Source: an optimization exercise on an open RTL-to-GDS flow (aim: small area). Production flows keep margins and buffers that such runs may drop. Function was checked by simulation only, so behaviour that the tests miss may differ from the original. Power is estimated from default activity; no workload was simulated.

File: flow/standard.sh
#!/bin/bash
# synth_recipe.tcl (not shown) runs the flow's synth.tcl, then flattens the netlist and writes it again
# the make line also repeats each setting of config.mk as NAME=value (left out here)
make -C /OpenROAD-flow-scripts/flow DESIGN_CONFIG=/design/flow/config.mk WORK_HOME=/design/flow/orfs CLKGATE_MAP_FILE= SYNTH_SCRIPT=/design/flow/synth_recipe.tcl "${@:-finish}"
File: flow/constraint.sdc
create_clock -name core_clock -period 5.0 [get_ports {clk}]
set_input_delay 1.0000 -clock core_clock [delete_from_list [all_inputs] [get_ports {clk}]]
set_output_delay 1.0000 -clock core_clock [all_outputs]
set_load 0.01 [all_outputs]
File: flow/design.v
module eth_tx_arbiter #(
  parameter int DATA_W  = 512,
  parameter int EMPTY_W = 6
) (
  input  logic               clk,
  input  logic               rst,
  input  logic [DATA_W-1:0]  in0_data,
  input  logic               in0_valid,
  input  logic               in0_sop,
  input  logic               in0_eop,
  input  logic [EMPTY_W-1:0] in0_empty,
  output logic               in0_ready,
  input  logic [DATA_W-1:0]  in1_data,
  input  logic               in1_valid,
  input  logic               in1_sop,
  input  logic               in1_eop,
  input  logic [EMPTY_W-1:0] in1_empty,
  output logic               in1_ready,
  output logic [DATA_W-1:0]  out_data,
  output logic               out_valid,
  output logic               out_sop,
  output logic               out_eop,
  output logic [EMPTY_W-1:0] out_empty,
  input  logic               out_ready,
  output logic [31:0]        pkt_cnt0,
  output logic [31:0]        pkt_cnt1,
  output logic               proto_err
);
  localparam int BW = DATA_W + EMPTY_W + 2;
  logic gnt0, gnt1;
  logic last_grant;
  logic first_beat;
  logic out_free, xfer0, xfer1, xfer, eop0, eop1;
  logic ld0, ld1, hold;
  assign out_free  = !out_valid || out_ready;
  assign in0_ready = gnt0 && out_free;
  assign in1_ready = gnt1 && out_free;
  assign xfer0     = in0_valid && in0_ready;
  assign xfer1     = in1_valid && in1_ready;
  assign xfer      = xfer0 || xfer1;
  assign eop0      = xfer0 && in0_eop;
  assign eop1      = xfer1 && in1_eop;
  assign ld1  = out_free && gnt1;
  assign ld0  = out_free && !gnt1;
  assign hold = !out_free;
  logic [BW-1:0] beat_n;    
  logic [BW-1:0] beat;
  assign beat = ~beat_n;
  assign {out_data, out_sop, out_eop, out_empty} = beat;
  logic [BW-1:0] beat_n_d;
  eth_tx_arbiter_aoi #(.W(BW)) u_sel (
    .a({in0_data, in0_sop, in0_eop, in0_empty}), .sa(ld0),
    .b({in1_data, in1_sop, in1_eop, in1_empty}), .sb(ld1),
    .c(beat), .sc(hold),
    .y_n(beat_n_d)
  );
  always_ff @(posedge clk)
    beat_n <= beat_n_d;
  always_ff @(posedge clk or posedge rst) begin
    if (rst) begin
      gnt0       <= 1'b0;
      gnt1       <= 1'b0;
      last_grant <= 1'b1;
      first_beat <= 1'b1;
      out_valid  <= 1'b0;
      pkt_cnt0   <= 32'd0;
      pkt_cnt1   <= 32'd0;
      proto_err  <= 1'b0;
    end else begin
      if (xfer) begin
        out_valid  <= 1'b1;
        first_beat <= gnt1 ? in1_eop : in0_eop;
        if (first_beat && !(gnt1 ? in1_sop : in0_sop)) proto_err <= 1'b1;
      end else if (out_ready) begin
        out_valid <= 1'b0;
      end
      if (eop0) pkt_cnt0 <= pkt_cnt0 + 32'd1;
      if (eop1) pkt_cnt1 <= pkt_cnt1 + 32'd1;
      if (!gnt0 && !gnt1) begin
        if (in0_valid && (!in1_valid || last_grant)) begin
          gnt0       <= 1'b1;
          last_grant <= 1'b0;
          first_beat <= 1'b1;
        end else if (in1_valid) begin
          gnt1       <= 1'b1;
          last_grant <= 1'b1;
          first_beat <= 1'b1;
        end
      end else if (gnt0) begin
        if (eop0 || (first_beat && !xfer0)) begin
          if (in1_valid) begin
            gnt0       <= 1'b0;
            gnt1       <= 1'b1;
            last_grant <= 1'b1;
          end else if (!eop0 && !in0_valid) begin
            gnt0 <= 1'b0;
          end
        end
      end else begin
        if (eop1 || (first_beat && !xfer1)) begin
          if (in0_valid) begin
            gnt1       <= 1'b0;
            gnt0       <= 1'b1;
            last_grant <= 1'b0;
          end else if (!eop1 && !in1_valid) begin
            gnt1 <= 1'b0;
          end
        end
      end
    end
  end
endmodule
module eth_tx_arbiter_aoi #(
  parameter int W = 1
) (
  input  logic [W-1:0] a,
  input  logic         sa,
  input  logic [W-1:0] b,
  input  logic         sb,
  input  logic [W-1:0] c,
  input  logic         sc,
  output logic [W-1:0] y_n
);
  assign y_n = ~((a & {W{sa}}) | (b & {W{sb}}) | (c & {W{sc}}));
endmodule
File: flow/flow/run.sh
#!/bin/bash
# The standard layout (the standard.sh, unchanged synthesis), with the port buffers
# made of sky130_fd_sc_hd__buf_1 instead of the buffer the resizer picks by default.
set -euo pipefail
export BUFFER_PORTS_ARGS="-buffer_cell sky130_fd_sc_hd__buf_1"
bash standard.sh finish > standard.log 2>&1
File: flow/config.mk
export PLATFORM = sky130hd
export DESIGN_NAME = eth_tx_arbiter
export DESIGN_NICKNAME = eth_tx_arbiter
export VERILOG_FILES = /design/flow/design.v
export SDC_FILE = /design/flow/constraint.sdc
export NUM_CORES = 4
export LEC_CHECK = 0
export CAP_MARGIN = 20
export CORE_AREA = 5 5 595 595
export DIE_AREA = 0 0 600 600
export SLEW_MARGIN = 20
export SYNTH_HIERARCHICAL = 1
==> reports/summary.txt, run 1 <==
outcome -> finished clean
critical path class -> flip-flop to output port
Critical Path AT -> 2.39 ns
Most used DFF post-synth -> dfxtp_1
Root Driver -> clkbuf_16
die span in x -> 600 um
via density per instance -> 3.33
post-CTS setup buffers -> 0
Cells after Synth -> 2042
Final Net Count -> 4664
CTS Sinks -> 590
sequential share of the synthesized area -> 0.542
largest cells by area after synthesis -> dfxtp_1 (46%), a222oi_1 (23%), inv_1 (8.8%), dfrtp_1 (7.6%), buf_6 (5.7%)
power density over the cells -> 763 nW/um^2
FP Rows -> 216
Mapped Nets -> 3089
Final Hold Fails -> 0
mapped cell area -> 22500 sq um
Netlist cell types -> 42
Mean Syn Cell Area -> 11.0 sq um
layout cells sized above 1 -> 0.0530
die height -> 600 um
Peak Freq -> 295 MHz
Tmin final -> 3.39 ns
antenna violations before repair -> 361
Iter 0 DRT Violations -> 5346
DRC Markers -> 0
CTS tree -> built
number of global-route vias before repair -> 24100
# IOs -> 1633
Hold WS -> 0.235 ns
all-layer global routing usage -> 0.164
WL/cell -> 37.6 um
Slew @ Worst Pin -> 1.23 ns
crit path capture type -> output port
RD Place Congestion -> 1.04
vias -> 27800
worst hold path class -> primary input to async pin
Max Clock Skew -> 0.0827 ns
Routed Antenna Nets -> 0
maximum vdd drop -> 0.461 mV
Slew Limit Fails -> 0
largest stage delay on the critical path -> 0.50 ns
asr flop ratio synth -> 0.119
Pwr Total -> 27600 uW
CP Data Required Time -> 4.00 ns
total gr overflow -> 0
initial core utilization -> 0.0648
Cell Chain, Critical Path -> nand2b_2 -> and2_4 -> buf_1
Area Overhead vs Synth -> 61.0%
RSZ-0062 raised after global routing -> false
Crit-path slowest cell -> and2_4
hold_buf cts -> 0
MaxCap Viol Count -> 0
M3 GR Usage -> 0.133
#FFs+latches synth -> 590
maximum buffer depth of the clock tree -> 4
largest net degree at the start of global routing -> 165
crit path launch type -> flip-flop
gr busiest metal -> met2
number of I/O port buffers -> 1632
Setup TNS -> 0 ns
Synth area leader -> dfxtp_1
area share of the largest cell type after synthesis -> 0.464
post_cts resized -> 0
synth cell count leaders -> inv_1 (527), a222oi_1 (520), dfxtp_1 (520)
Warnings, synthesis -> 7
clock transition at the registers of the reported paths -> 0.06 ns
met1 Track Usage GR -> 0.162
Total Wirelength -> 313 mm
First-pass DRT Iterations -> 14
DP HPWL -> 281 mm
Inserted Clock Buffers -> 83
die footprint -> 360000 sq um
P_leak -> 0.0138 uW
number of synthesized flops with an enable pin -> 0
Final Setup Violations -> 0
core footprint -> 346000 sq um
first-pass GRT wire length -> 360 mm
Worst-Skew Late Latency -> 0.80 ns
Slew HR -> 0.185
met2 Usage GRT -> 0.249
level count of the clock H-tree -> 3
top-count cell post-synth -> inv_1
final cycle utilization of the critical path -> 0.679
Max FO, Critical Path -> 16
Final Util -> 0.104
cell type report:
type | count | area (sq um)
clock inverters | 35 | 435
fillers | 40400 | 310000
inverters | 528 | 2010
flip-flops and latches | 590 | 12200
multi-input cells | 744 | 6710
clock buffers | 109 | 2310
repair buffers | 1670 | 6590
well taps | 4578 | 5730
diodes | 84 | 210
worst max-delay path, delay by kind of cell, from the launching register on:
family | cells | cell delay (ns)
DFF | 1 | 0.46
buffers and inverters | 1 | 0.22
and+or+nand+nor | 2 | 0.89
state kept, by name, indices dropped and copies added, names as in the netlist:
| name | cells |
|---|---|
| beat_n | 520 |
| first_beat | 1 |
| gnt0 | 1 |
| gnt1 | 1 |
| last_grant | 1 |
| out_valid | 1 |
| pkt_cnt0 | 32 |
| pkt_cnt1 | 32 |
| proto_err | 1 |
power by group:
part | total, uW | internal, uW | switching [uW]
registers | 7540 | 6960 | 583
logic | 13900 | 3090 | 10800
clock network | 6180 | 3630 | 2550
total | 27600 | 13700 | 13900
layer usage:
layer | share of wire | up-vias
li1 | - | 11000
met1 | 0.33 | 13200
met2 | 0.43 | 2598
met3 | 0.19 | 785
met4 | 0.054 | 156
met5 | 0.0033 | -
layout by cell type (no fill, tap or decap), types with 3 or more instances in the layout:
cell,n
nor2_1,20
dfxtp_1,520
bufinv_16,7
and2_1,5
and3_1,11
nor3_1,7
nand3_1,27
nand2_1,34
clkbuf_8,9
clkinv_1,3
buf_1,1619
and4_1,5
dfrtp_1,68
clkbuf_16,85
mux2i_1,3
buf_4,37
inv_6,7
buf_12,11
clkinv_2,13
clkinv_16,3
inv_1,526
a222oi_1,520
diode_2,84
xnor2_1,38
nand4_1,18
nor4_1,3
xor2_1,24
clkbuf_1,15
clkbuf_2,3
logic make-up (layout without fill, tap and decap cells):
group	Yosys count	count (layout)	synth area share
xor gates and xnor gates	62	62	0.0242
and+or+nand+nor	142	142	0.0347
other	0	84	0
DFF	590	590	0.542
buffers and inverters	708	2342	0.160
muxes	5	5	0.00234
AOI/OAI and AO/OA	533	533	0.236
adders and majority gates	2	2	0.00111
final timing paths:
| path | startpoint | to | slack, ns | depth (start not counted) |
|---|---|---|---|---|
| max | out_valid | in1_ready | 1.61 | 3 |
| min | rst | pkt_cnt1[3] | 0.24 | 2 |
| max reg2reg | out_valid | beat_n[140] | 2.10 | 5 |
| min reg2reg | beat_n[87] | beat_n[87] | 0.46 | 2 |
| max in group asynchronous | rst | pkt_cnt0[12] | 3.72 | 3 |
| min in group core_clock | in1_data[510] | beat_n[518] | 0.38 | 2 |
stage by stage:
stage | setup slack (ns) | cell area [sq um] | cells
6_report | 1.61 | 36200 | 8338
5_1_grt | 1.50 | 36000 | 8280
4_1_cts | 1.47 | 35900 | 8254
3_5_place_dp | 1.40 | 33200 | 8110
3_3_place_gp | 1.41 | 33200 | 8110
2_1_floorplan | 2.24 | 22500 | 2042
==> inputs of run 2 (changes only) <==
--- a/flow/design.v
+++ b/flow/design.v
@@ -56,6 +56,9 @@
   );
   always_ff @(posedge clk)
     beat_n <= beat_n_d;
+  logic [31:0] cnt0_d, cnt1_d;
+  eth_tx_arbiter_inc u_inc0 (.q(pkt_cnt0), .en(eop0), .d(cnt0_d));
+  eth_tx_arbiter_inc u_inc1 (.q(pkt_cnt1), .en(eop1), .d(cnt1_d));
   always_ff @(posedge clk or posedge rst) begin
     if (rst) begin
       gnt0       <= 1'b0;
@@ -74,8 +77,8 @@
       end else if (out_ready) begin
         out_valid <= 1'b0;
       end
-      if (eop0) pkt_cnt0 <= pkt_cnt0 + 32'd1;
-      if (eop1) pkt_cnt1 <= pkt_cnt1 + 32'd1;
+      pkt_cnt0 <= cnt0_d;
+      pkt_cnt1 <= cnt1_d;
       if (!gnt0 && !gnt1) begin
         if (in0_valid && (!in1_valid || last_grant)) begin
           gnt0       <= 1'b1;
@@ -123,3 +126,18 @@
 );
   assign y_n = ~((a & {W{sa}}) | (b & {W{sb}}) | (c & {W{sc}}));
 endmodule
+module eth_tx_arbiter_inc (
+  input  logic [31:0] q,
+  input  logic        en,
+  output logic [31:0] d
+);
+  logic [31:0] c;
+  assign c[0]  = en;
+  assign c[16] = en && (&q[15:0]);
+  for (genvar i = 0; i < 32; i++) begin : g_bit
+    assign d[i] = q[i] ^ c[i];
+    if (i != 15 && i != 31) begin : g_c
+      assign c[i+1] = q[i] & c[i];
+    end
+  end
+endmodule
==> flow/flow/run.sh (replaced) <==
#!/bin/bash
# The standard layout (the standard.sh, with its synthesis unchanged), with these changes:
#  - the port buffers are sky130_fd_sc_hd__buf_1 rather than the resizer's default choice;
#  - the pins sit one routing track apart, so that they fit on a smaller die; the clock pin
#    sits alone in the middle of the left edge (flow/clkpin.tcl), with no other pin within 5 um;
#  - the clock tree uses larger sink clusters of clkbuf_16 and no dummy loads.
set -euo pipefail
export BUFFER_PORTS_ARGS="-buffer_cell sky130_fd_sc_hd__buf_1"
export PRE_IO_PLACEMENT_TCL="$PWD/flow/clkpin.tcl"
export PLACE_PINS_ARGS="-min_distance 1 -min_distance_in_tracks -exclude left:175-185"
export CTS_ARGS="-sink_clustering_enable -repair_clock_nets -dont_use_dummy_load -sink_clustering_size 36 -sink_clustering_max_diameter 70 -buf_list {sky130_fd_sc_hd__clkbuf_16}"
bash standard.sh finish > standard.log 2>&1
==> flow/flow/clkpin.tcl (new file) <==
# Put the clock pin alone in the middle of the left edge; PLACE_PINS_ARGS keeps the other pins
# out of the few microns around it.
set die [ord::get_die_area]
set ymid [expr {([lindex $die 1] + [lindex $die 3]) / 2.0}]
place_pin -pin_name clk -layer met3 -location [list 0 $ymid] -force_to_die_boundary
--- a/flow/config.mk
+++ b/flow/config.mk
@@ -6,7 +6,7 @@
 export NUM_CORES = 4
 export LEC_CHECK = 0
 export CAP_MARGIN = 20
-export CORE_AREA = 5 5 595 595
-export DIE_AREA = 0 0 600 600
+export CORE_AREA = 5 5 355 355
+export DIE_AREA = 0 0 360 360
 export SLEW_MARGIN = 20
 export SYNTH_HIERARCHICAL = 1
==> run 2 against run 1 <==
  * Non-clock buffer count decreased by 3
  * Count of clock-buffer cells in the layout shrank 60
  * Sequential share of layout area rose by 6.4 points
  * Die area down 64%
  * Worst hold slack improved by 0.043 ns
  * Worst setup slack got worse by 0.89 ns
  * First-iteration DRC count shrank 5.1%
  * Highest routed layer unchanged
  * Total power is 18% lower
  * Critical path depth up 19
  * Global-route usage rose by 6.7 points
  * Flip-flop and latch count is the same
  * Sequential power hardly changed
==> reports/summary.txt, run 2 <==
outcome -> finished clean (unchanged)
Cell Chain, Critical Path -> buf_1 -> nand2b_4 -> and2_2 -> and3_1 -> nand3_1 -> nor4_2 -> ha_1 -> ha_1 -> ha_1 -> ha_1 -> ha_1 -> ha_1 -> ha_1 -> ha_1 -> ha_1 -> ha_1 -> ha_1 -> ha_1 -> ha_1 -> ha_1 -> ha_1 -> xor2_1 (was nand2b_2 -> and2_4 -> buf_1)
Netlist cell types -> 33 (was 42)
area share of the largest cell type after synthesis -> 0.473 (was 0.464)
dpl ws -> 0.0928 ns (was 1.40 ns)
max FFs per register -> 520 (unchanged)
first-pass GRT wire length -> 210 mm (was 360 mm)
P_leak -> 0.0133 uW (was 0.0138 uW)
crit path capture type -> flip-flop (was output port)
First-pass DRT Iterations -> 12 (was 14)
number of I/O port buffers -> 1632 (unchanged)
post_cts resized -> 0 (unchanged)
largest cells by area after synthesis -> dfxtp_1 (47%), a222oi_1 (24%), inv_1 (8.9%), dfrtp_1 (7.7%), buf_6 (5.8%) (was dfxtp_1 (46%), a222oi_1 (23%), inv_1 (8.8%), dfrtp_1 (7.6%), buf_6 (5.7%))
synth cell count leaders -> inv_1 (525), a222oi_1 (520), dfxtp_1 (520) (was inv_1 (527), a222oi_1 (520), dfxtp_1 (520))
total gr overflow -> 0 (unchanged)
top-count cell post-synth -> inv_1 (unchanged)
Slew Limit Fails -> 0 (unchanged)
worst hold path class -> primary input to async pin (unchanged)
Placement Cell Area -> 29000 sq um (was 33200 sq um)
Root Driver -> clkbuf_16 (unchanged)
maximum buffer depth of the clock tree -> 3 (was 4)
# IOs -> 1632 (was 1633)
Pwr Total -> 22500 uW (was 27600 uW)
die height -> 360 um (was 600 um)
largest registers -> beat_n x520, pkt_cnt0 x32, pkt_cnt1 x32 (unchanged)
RSZ-0062 raised after global routing -> false (unchanged)
FP Rows -> 128 (was 216)
Max Clock Skew -> 0.0570 ns (was 0.0827 ns)
Crit-path slowest cell -> and2_2 (was and2_4)
multiplexer area fraction after synthesis -> 0.00187 (was 0.00234)
Peak Freq -> 233 MHz (was 295 MHz)
Area Overhead vs Synth -> 38.0% (was 61.0%)
Worst-Skew Late Latency -> 0.62 ns (was 0.80 ns)
Final Setup Violations -> 0 (unchanged)
vias -> 25600 (was 27800)
Warnings, synthesis -> 7 (unchanged)
main combinational cell family by area after synthesis -> compound AO/OA/AOI/OAI gates (unchanged)
via density per instance -> 4.97 (was 3.33)
number of global-route vias before repair -> 24200 (was 24100)
setup ws final -> 0.713 ns (was 1.61 ns)
cell area after layout -> 30400 sq um (was 36200 sq um)
Hold WS -> 0.278 ns (was 0.235 ns)
CTS tree -> built (unchanged)
power density over the cells -> 741 nW/um^2 (was 763 nW/um^2)
critical path class -> primary input to flip-flop (was flip-flop to output port)
final cycle utilization of the critical path -> 0.857 (was 0.679)
antenna violations before repair -> 87 (was 361)
most common cell after layout, fill and taps aside -> buf_1 (unchanged)
die span in x -> 360 um (was 600 um)
mapped cell area -> 22000 sq um (was 22500 sq um)
hold_buf cts -> 0 (unchanged)
clock transition at the registers of the reported paths -> 0.07 ns (was 0.06 ns)
Critical Path AT -> 4.76 ns (was 2.39 ns)
Mapped Nets -> 3028 (was 3089)
DRC Markers -> 0 (unchanged)
Routed Antenna Nets -> 0 (unchanged)
XOR/XNOR share of the synthesized area -> 0.00159 (was 0.0242)
core footprint -> 122000 sq um (was 346000 sq um)
Most used DFF post-synth -> dfxtp_1 (unchanged)
CTS Sinks -> 590 (unchanged)
number of synthesized flops with an enable pin -> 0 (unchanged)
Tmin final -> 4.29 ns (was 3.39 ns)
Slew @ Worst Pin -> 1.13 ns (was 1.23 ns)
largest stage delay on the critical path -> 0.22 ns (was 0.50 ns)
Biggest register -> beat_n (unchanged)
die footprint -> 130000 sq um (was 360000 sq um)
#FFs+latches synth -> 590 (unchanged)
WL/cell -> 31.4 um (was 37.6 um)
Cells after Synth -> 1923 (was 2042)
Final Hold Fails -> 0 (unchanged)
Mean Syn Cell Area -> 11.5 sq um (was 11.0 sq um)
Synth area leader -> dfxtp_1 (unchanged)
level count of the clock H-tree -> 2 (was 3)
post-CTS setup buffers -> 0 (unchanged)
largest net degree at the start of global routing -> 187 (was 165)
Iter 0 DRT Violations -> 5072 (was 5346)
Inserted Clock Buffers -> 49 (was 83)
Final Net Count -> 4568 (was 4664)
all-layer global routing usage -> 0.231 (was 0.164)
Setup TNS -> 0 ns (unchanged)
Worst Path Buf+Inv -> 1 (unchanged)
DP HPWL -> 137 mm (was 281 mm)
most frequent cells in the layout -> buf_1 (1632), inv_1 (523), a222oi_1 (520), dfxtp_1 (520), dfrtp_1 (68) (was buf_1 (1619), inv_1 (526), a222oi_1 (520), dfxtp_1 (520), clkbuf_16 (85))
layout cells sized above 1 -> 0.0280 (was 0.0530)
number of fillers in the final layout -> 13500 (was 40400)
Total Wirelength -> 162 mm (was 313 mm)
Most Frequent Cell on Critical Path -> ha_1
CP Data Required Time -> 5.48 ns (was 4.00 ns)
Compound-Gate Fraction of Synth Area -> 0.241 (was 0.236)
initial core utilization -> 0.181 (was 0.0648)
Synth Area in Adders -> 0.0341 (was 0.00111)
sequential share of the synthesized area -> 0.552 (was 0.542)
Post-Synth Simple-Gate Area -> 0.00710 (was 0.0347)
RD Place Congestion -> 1.09 (was 1.04)
asr flop ratio synth -> 0.119 (unchanged)
Max FO, Critical Path -> 7 (was 16)
Worst path top cell family by delay -> adder cells (was simple AND/OR/NAND/NOR gates)
MaxCap Viol Count -> 0 (unchanged)
Slew HR -> 0.249 (was 0.185)
maximum vdd drop -> 0.387 mV (was 0.461 mV)
crit path launch type -> primary input (was flip-flop)
==> run 2: cell types whose count changed in the layout (fill, tap and decap cells not counted), sizes merged, moves of 8 or more <==
cell and change:
and3 -9, clkbuf -63, clkinv -21, diode -15, ha +58, inv -8, nand2 -32, nand3 -23
nand4 -15, nor2 -16, nor3 -8, xnor2 -38, xor2 -20
==> run 2: Yosys stat by module (local to each module, per instance), a selection <==
module	cell area, sq um	cells inside	flops+latches	copies in the design
eth_tx_arbiter	14400	1153	590	1
eth_tx_arbiter_inc	437	38	0	2
==> run 2: final timing paths <==
check | start | end | slack [ns] | cells past startpoint
setup reg to reg | out_valid | pkt_cnt0[31] | 0.90 | 21
hold / removal | rst | pkt_cnt1[23] | 0.28 | 2
max in group asynchronous | rst | pkt_cnt0[28] | 3.68 | 3
setup / recovery | out_ready | pkt_cnt0[31] | 0.71 | 22
hold reg to reg | beat_n[11] | beat_n[11] | 0.46 | 2
min in group core_clock | beat_n[11] | beat_n[11] | 0.46 | 2
==> run 2: final cells by class <==
cell class	count	area, sq um	area share
timing repair buffer	1667	6510	0.214
tap	1625	2030	0.0669
clock buffer	49	1230	0.0403
inverter	525	1980	0.0651
sequential	590	12200	0.400
antenna	69	173	0.00568
multi-input combinational	630	6320	0.208
==> run 2: per-stage QoR <==
| stage | util | instances |
|---|---|---|
| 3_5_place_dp | 0.238 | 5036 |
| 4_1_cts | 0.248 | 5085 |
| 3_3_place_gp | 0.238 | 5036 |
| 6_report | 0.250 | 5155 |
| 2_1_floorplan | - | 1923 |
| 5_1_grt | 0.249 | 5138 |
==> run 2: logic make-up after synthesis <==
kind of cell    Yosys count
fa+ha+maj                60
xor+xnor                  4
flops                   590
mux                       4
buf+inv                 703
simple gates             25
compound gates          537
==> run 2: worst reg2reg max path: stages, from the launching register on <==
cell and delay, ns:
dfrtp_1 0.39, nand2b_4 0.12, and2_2 0.22, and3_1 0.22, nand3_1 0.09, nor4_2 0.05
ha_1 0.17, ha_1 0.18, ha_1 0.18, ha_1 0.18, ha_1 0.18, ha_1 0.18
ha_1 0.18, ha_1 0.18, ha_1 0.18, ha_1 0.19, ha_1 0.18, ha_1 0.18
ha_1 0.18, ha_1 0.18, ha_1 0.19, xor2_1 0.17
==> run 2: per-layer routing <==
metal  share of wire  track usage  up-vias
met2            0.41        0.334     2358
met5         0.00080     0.000726        -
met3            0.14        0.126      791
met4            0.12        0.220       22
met1            0.33        0.235    12000
li1                -            -    10500
==> run 2: power by group <==
part,total (uW),internal (uW),switching [uW]
clock network,3480,1720,1760
registers,7510,6960,558
logic,11500,3060,8460
total,22500,11700,10800
==> inputs of run 3 (changes only) <==
--- a/flow/flow/run.sh
+++ b/flow/flow/run.sh
@@ -7,6 +7,6 @@
 set -euo pipefail
 export BUFFER_PORTS_ARGS="-buffer_cell sky130_fd_sc_hd__buf_1"
 export PRE_IO_PLACEMENT_TCL="$PWD/flow/clkpin.tcl"
-export PLACE_PINS_ARGS="-min_distance 1 -min_distance_in_tracks -exclude left:175-185"
+export PLACE_PINS_ARGS="-min_distance 1 -min_distance_in_tracks -exclude left:205-215"
 export CTS_ARGS="-sink_clustering_enable -repair_clock_nets -dont_use_dummy_load -sink_clustering_size 36 -sink_clustering_max_diameter 70 -buf_list {sky130_fd_sc_hd__clkbuf_16}"
 bash standard.sh finish > standard.log 2>&1
--- a/flow/config.mk
+++ b/flow/config.mk
@@ -6,7 +6,7 @@
 export NUM_CORES = 4
 export LEC_CHECK = 0
 export CAP_MARGIN = 20
-export CORE_AREA = 5 5 355 355
-export DIE_AREA = 0 0 360 360
+export CORE_AREA = 5 5 415 415
+export DIE_AREA = 0 0 420 420
 export SLEW_MARGIN = 20
 export SYNTH_HIERARCHICAL = 1
==> run 3 against run 2 <==
  * The run now fails in global routing (5_1_grt)
  * Synthesized cell count stayed put
  * Synthesized area unchanged
==> reports/summary.txt, run 3 <==
Cells after Synth -> 1923 (unchanged)
number of I/O port buffers -> 1632 (unchanged)
synth cell count leaders -> inv_1 (525), a222oi_1 (520), dfxtp_1 (520) (unchanged)
outcome -> aborted with a tool error (was finished clean)
Synth area leader -> dfxtp_1 (unchanged)
asr flop ratio synth -> 0.119 (unchanged)
Inserted Clock Buffers -> 59 (was 49)
dpl ws -> 0.0316 ns (was 0.0928 ns)
RD Place Congestion -> 1.09 (about the same)
DP HPWL -> 166 mm (was 137 mm)
largest net degree at the start of global routing -> 217
initial core utilization -> 0.132 (was 0.181)
top-count cell post-synth -> inv_1 (unchanged)
area share of the largest cell type after synthesis -> 0.473 (unchanged)
first-pass GRT wire length -> 242 mm
Warnings, synthesis -> 7 (unchanged)
Most used DFF post-synth -> dfxtp_1 (unchanged)
largest cells by area after synthesis -> dfxtp_1 (47%), a222oi_1 (24%), inv_1 (8.9%), dfrtp_1 (7.7%), buf_6 (5.8%) (unchanged)
sequential share of the synthesized area -> 0.552 (unchanged)
all-layer global routing usage -> 0.205
post_cts resized -> 0 (unchanged)
Failed at -> global routing (5_1_grt)
Mean Syn Cell Area -> 11.5 sq um (unchanged)
number of global-route vias before repair -> 25800
Netlist cell types -> 33 (unchanged)
level count of the clock H-tree -> 2 (unchanged)
maximum buffer depth of the clock tree -> 3 (unchanged)
Mapped Nets -> 3028 (unchanged)
die height -> 420 um (was 360 um)
mapped cell area -> 22000 sq um (unchanged)
hold_buf cts -> 0 (unchanged)
FP Rows -> 150 (was 128)
stop err -> [ERROR GRT-0116] Global routing finished with congestion. Check the congestion regions in the DRC Viewer.
CTS Sinks -> 590 (unchanged)
#FFs+latches synth -> 590 (unchanged)
# IOs -> 1632 (unchanged)
number of synthesized flops with an enable pin -> 0 (unchanged)
total gr overflow -> 14
post-CTS setup buffers -> 0 (unchanged)
Root Driver -> clkbuf_16 (unchanged)
die span in x -> 420 um (was 360 um)
==> run 3: cell counts after synthesis <==
No cell type changed its count.
==> run 3: per-module statistics from Yosys, one instance, submodules excluded, a selection <==
module / area (sq um) / flops+latches / cells
eth_tx_arbiter: 14400 / 590 / 1153
eth_tx_arbiter_inc: 437 / 0 / 38
==> run 3: kinds of logic after synthesis <==
family | after synthesis | synth area share
buffers and inverters | 703 | 0.162
flip-flops | 590 | 0.552
AO/OA/AOI/OAI | 537 | 0.241
adder cells (fa/ha/maj) | 60 | 0.0341
AND/OR/NAND/NOR | 25 | 0.00710
XOR/XNOR | 4 | 0.00159
multiplexers | 4 | 0.00187
==> run 3: worst min path at each step <==
stage | cells past startpoint | end | slack [ns] | startpoint
floorplan | 1 | pkt_cnt0[31] | 0.50 | pkt_cnt0[31]
global placement | 2 | beat_n[263] | 0.45 | beat_n[263]
detailed placement | 2 | beat_n[263] | 0.45 | beat_n[263]
CTS | 2 | pkt_cnt0[5] | 0.30 | rst
==> run 3: layer usage <==
metal  track usage  overflow
met5       0.00834         0
met4         0.178         2
met3         0.121         0
met2         0.311        12
met1         0.196         0
==> run 3: power by group through the flow <==
stage          Combinational [uW]  Clock [uW]  Sequential, uW
3_3_place_gp                12500           0            7570
3_5_place_dp                12500           0            7600
4_1_cts                     12600        4080            7500
2_1_floorplan                6290           0            7480
==> run 3: through the flow <==
stage	utilization	area [sq um]	instances
CTS	0.186	31100	5664
detailed placement	0.177	29600	5605
global placement	0.177	29600	5605
floorplan	-	22000	1923
==> inputs of run 4 (changes only) <==
==> flow/flow/run.sh (replaced) <==
#!/bin/bash
# The standard layout (the standard.sh, with its synthesis unchanged), with these changes:
#  - the port buffers are sky130_fd_sc_hd__buf_1 rather than the resizer's default choice;
#  - the pins sit one routing track apart, so that they fit on a smaller die; the clock pin
#    sits alone in the middle of the left edge (flow/clkpin.tcl), with no other pin within 5 um;
#  - the clock tree: clkbuf_16 at the root and trunk, clusters of up to 18 registers per
#    clkbuf_8 leaf, no dummy loads.
set -euo pipefail
export BUFFER_PORTS_ARGS="-buffer_cell sky130_fd_sc_hd__buf_1"
export PRE_IO_PLACEMENT_TCL="$PWD/flow/clkpin.tcl"
export PLACE_PINS_ARGS="-min_distance 1 -min_distance_in_tracks -exclude left:175-185"
export CTS_ARGS="-sink_clustering_enable -repair_clock_nets -dont_use_dummy_load -sink_clustering_size 18 -sink_clustering_max_diameter 65 -root_buf sky130_fd_sc_hd__clkbuf_16 -tree_buf sky130_fd_sc_hd__clkbuf_16 -buf_list {sky130_fd_sc_hd__clkbuf_8}"
bash standard.sh finish > standard.log 2>&1
--- a/flow/config.mk
+++ b/flow/config.mk
@@ -6,7 +6,7 @@
 export NUM_CORES = 4
 export LEC_CHECK = 0
 export CAP_MARGIN = 20
-export CORE_AREA = 5 5 415 415
-export DIE_AREA = 0 0 420 420
+export CORE_AREA = 5 5 355 355
+export DIE_AREA = 0 0 360 360
 export SLEW_MARGIN = 20
 export SYNTH_HIERARCHICAL = 1
==> run 4 against run 3 <==
  * Now clean on timing, DRC and antenna
  * Synthesized cell count unchanged
  * Synthesized area unchanged
==> reports/summary.txt, run 4 <==
Mapped Nets -> 3028 (unchanged)
top-count cell post-synth -> inv_1 (unchanged)
Slew HR -> 0.305
Critical Path AT -> 4.77 ns
Slew @ Worst Pin -> 1.04 ns
level count of the clock H-tree -> 2 (unchanged)
RD Place Congestion -> 1.09 (about the same)
largest cells by area after synthesis -> dfxtp_1 (47%), a222oi_1 (24%), inv_1 (8.9%), dfrtp_1 (7.7%), buf_6 (5.8%) (unchanged)
initial core utilization -> 0.181 (was 0.132)
Cells after Synth -> 1923 (unchanged)
layout cells sized above 1 -> 0.0303
core footprint -> 122000 sq um
most frequent cells in the layout -> buf_1 (1632), inv_1 (523), a222oi_1 (520), dfxtp_1 (520), dfrtp_1 (68)
mapped cell area -> 22000 sq um (unchanged)
Peak Freq -> 232 MHz
FP Rows -> 128 (was 150)
Total Wirelength -> 162 mm
worst r2r path cells -> 21
Tmin final -> 4.31 ns
synth cell count leaders -> inv_1 (525), a222oi_1 (520), dfxtp_1 (520) (unchanged)
Setup TNS -> 0 ns
number of synthesized flops with an enable pin -> 0 (unchanged)
clock transition at the registers of the reported paths -> 0.10 ns
power density over the cells -> 728 nW/um^2
CP Data Required Time -> 5.46 ns
number of global-route vias before repair -> 24300
Power Internal -> 11100 uW
most common cell after layout, fill and taps aside -> buf_1
Slew Limit Fails -> 0
Final Net Count -> 4576
Netlist cell types -> 33 (unchanged)
hold_buf cts -> 0 (unchanged)
switching portion of total power -> 0.491
WL/cell -> 31.5 um
Mean Syn Cell Area -> 11.5 sq um (unchanged)
CTS tree -> built
# IOs -> 1632 (unchanged)
Placement Cell Area -> 29000 sq um (was 29600 sq um)
M3 GR Usage -> 0.127
clock network power share -> 0.128
largest net degree at the start of global routing -> 187
Max FO, Critical Path -> 7
MaxCap Viol Count -> 0
RSZ-0062 raised after global routing -> false
crit path capture type -> flip-flop
Max Clock Skew -> 0.0665 ns
maximum buffer depth of the clock tree -> 3 (unchanged)
Final Util -> 0.247
final cycle utilization of the critical path -> 0.861
Warnings, synthesis -> 7 (unchanged)
Area Overhead vs Synth -> 36.2%
Inserted Clock Buffers -> 57 (was 59)
Root Driver -> clkbuf_16 (unchanged)
sequential share of the synthesized area -> 0.552 (unchanged)
total gr overflow -> 0
Biggest register -> beat_n
number of fillers in the final layout -> 13500
maximum vdd drop -> 0.361 mV
asr flop ratio synth -> 0.119 (unchanged)
DP HPWL -> 137 mm (was 166 mm)
die height -> 360 um (was 420 um)
first-pass GRT wire length -> 210 mm
critical path class -> primary input to flip-flop
Seq pwr share -> 0.344
gr busiest metal -> met2
number of I/O port buffers -> 1632 (unchanged)
cell area after layout -> 30000 sq um
met2 Usage GRT -> 0.333
Logic pwr share -> 0.528
die footprint -> 130000 sq um
P_leak -> 0.0131 uW
max FFs per register -> 520
die span in x -> 360 um (was 420 um)
area share of the largest cell type after synthesis -> 0.473 (unchanged)
#FFs+latches synth -> 590 (unchanged)
post-CTS setup buffers -> 0 (unchanged)
post_cts resized -> 0 (unchanged)
DRC Markers -> 0
Routed Antenna Nets -> 0
Synth area leader -> dfxtp_1 (unchanged)
Worst-Skew Late Latency -> 0.61 ns
CTS Sinks -> 590 (unchanged)
vias -> 25600
met1 Track Usage GR -> 0.235
crit path launch type -> primary input
all-layer global routing usage -> 0.231
outcome -> finished clean (was aborted with a tool error)
largest registers -> beat_n x520, pkt_cnt0 x32, pkt_cnt1 x32
Final Setup Violations -> 0
antenna violations before repair -> 83
Final Hold Fails -> 0
Iter 0 DRT Violations -> 4955
P_sw -> 10700 uW
First-pass DRT Iterations -> 15
Most used DFF post-synth -> dfxtp_1 (unchanged)
worst hold path class -> primary input to async pin
via density per instance -> 4.96
## run 4: cell counts after synthesis
Identical to the previous run, type by type.
## run 4: path summary, 6_finish.rpt
path / startpoint / to / slack [ns]
min in group core_clock: beat_n[11] / beat_n[11] / 0.46
max in group asynchronous: rst / pkt_cnt0[28] / 3.66
min: rst / pkt_cnt1[23] / 0.28
min reg2reg: beat_n[11] / beat_n[11] / 0.46
max reg2reg: out_valid / pkt_cnt0[31] / 0.86
max: out_ready / pkt_cnt0[31] / 0.69
## run 4: cell families (layout without fill, tap and decap cells)
logic type / Yosys count / count (layout) / synth area share
buffers and inverters: 703 / 2249 / 0.162
xor gates and xnor gates: 4 / 4 / 0.00159
other: 0 / 67 / 0
and+or+nand+nor: 25 / 25 / 0.00710
AOI/OAI and AO/OA: 537 / 537 / 0.241
muxes: 4 / 4 / 0.00187
adders and majority gates: 60 / 60 / 0.0341
DFF: 590 / 590 / 0.552
## run 4: per-stage QoR
stage / setup slack [ns] / hold slack, ns / total power (uW) / cells
6_report: 0.693 / 0.278 / 21900 / 5161
3_3_place_gp: 0.109 / 0.448 / 18800 / 5036
3_5_place_dp: 0.0928 / 0.451 / 18900 / 5036
4_1_cts: 0.734 / 0.225 / 21800 / 5093
5_1_grt: 0.537 / 0.253 / 22800 / 5141
2_1_floorplan: 0.384 / 0.502 / 13800 / 1923
## run 4: per-module statistics from Yosys, one instance, submodules excluded, a selection
module / flops+latches / copies in the design / cells / area, sq um
eth_tx_arbiter: 590 / 1 / 1153 / 14400
eth_tx_arbiter_inc: 0 / 2 / 38 / 437
## run 4: worst max-delay path, cell delays in order
cell and delay [ns]:
buf_1 0.10, nand2b_4 0.20, and2_2 0.22, and3_1 0.22
nand3_1 0.09, nor4_2 0.05, ha_1 0.18, ha_1 0.18
ha_1 0.18, ha_1 0.18, ha_1 0.18, ha_1 0.18
ha_1 0.18, ha_1 0.18, ha_1 0.18, ha_1 0.19
ha_1 0.19, ha_1 0.18, ha_1 0.18, ha_1 0.19
ha_1 0.19, xor2_1 0.16
## run 4: layout make-up
cell class	count	area (sq um)	area share
multi-input combinational	630	6320	0.211
sequential	590	12200	0.405
clock buffer	57	841	0.0280
timing repair buffer	1667	6510	0.217
tap	1625	2030	0.0677
inverter	525	1980	0.0659
antenna	67	168	0.00559
## run 4: power groups by stage
| stage | logic (uW) | registers [uW] | clock network (uW) |
|---|---|---|---|
| 6_report | 11500 | 7510 | 2800 |
| 5_1_grt | 12100 | 7720 | 3070 |
| 4_1_cts | 11400 | 7510 | 2900 |
| 3_5_place_dp | 11300 | 7600 | 0 |
| 3_3_place_gp | 11200 | 7570 | 0 |
| 2_1_floorplan | 6290 | 7480 | 0 |
## run 4: metal layers
layer  wire length (um)  vias up
met4              18600       22
met3              23400      759
met1              52800    12000
met2              67300     2346
li1                   -    10500
met5                140        -

what the ideal ports hide:
In the flow no input, the clock included, has a driving cell. The finished layouts below were timed again as built, in two steps.
Step 1 (the two cells are an assumption about what drives the block):
set clk [get_ports {clk}]
set_driving_cell -lib_cell sky130_fd_sc_hd__clkbuf_16 $clk
set_driving_cell -lib_cell sky130_fd_sc_hd__buf_2 [delete_from_list [all_inputs] $clk]
Step 2, shift: input delay + t, output delay - t, t = (earliest + latest rising clock arrival at the registers) / 2. This alone moves slack from input paths to output paths.
Three values: ideal, step 1, step 2; two values: the first two.
| run | t (ns) | setup WS [ns] | hold slack, ns |
|---|---|---|---|
| run 1 | 0.844 | 1.607 / 1.529 / 1.385 | 0.235 / 0.179 / 0.461 |
| run 2 | 0.649 | 0.713 / 0.728 / 0.079 | 0.278 / 0.257 / 0.461 |
| run 4 | 0.635 | 0.693 / 0.706 / 0.072 | 0.278 / 0.256 / 0.462 |
After both steps every run listed still meets setup and hold. The setup slack of run 2, which loses most, moves by +0.015 ns with the drivers and by -0.634 ns with both steps.
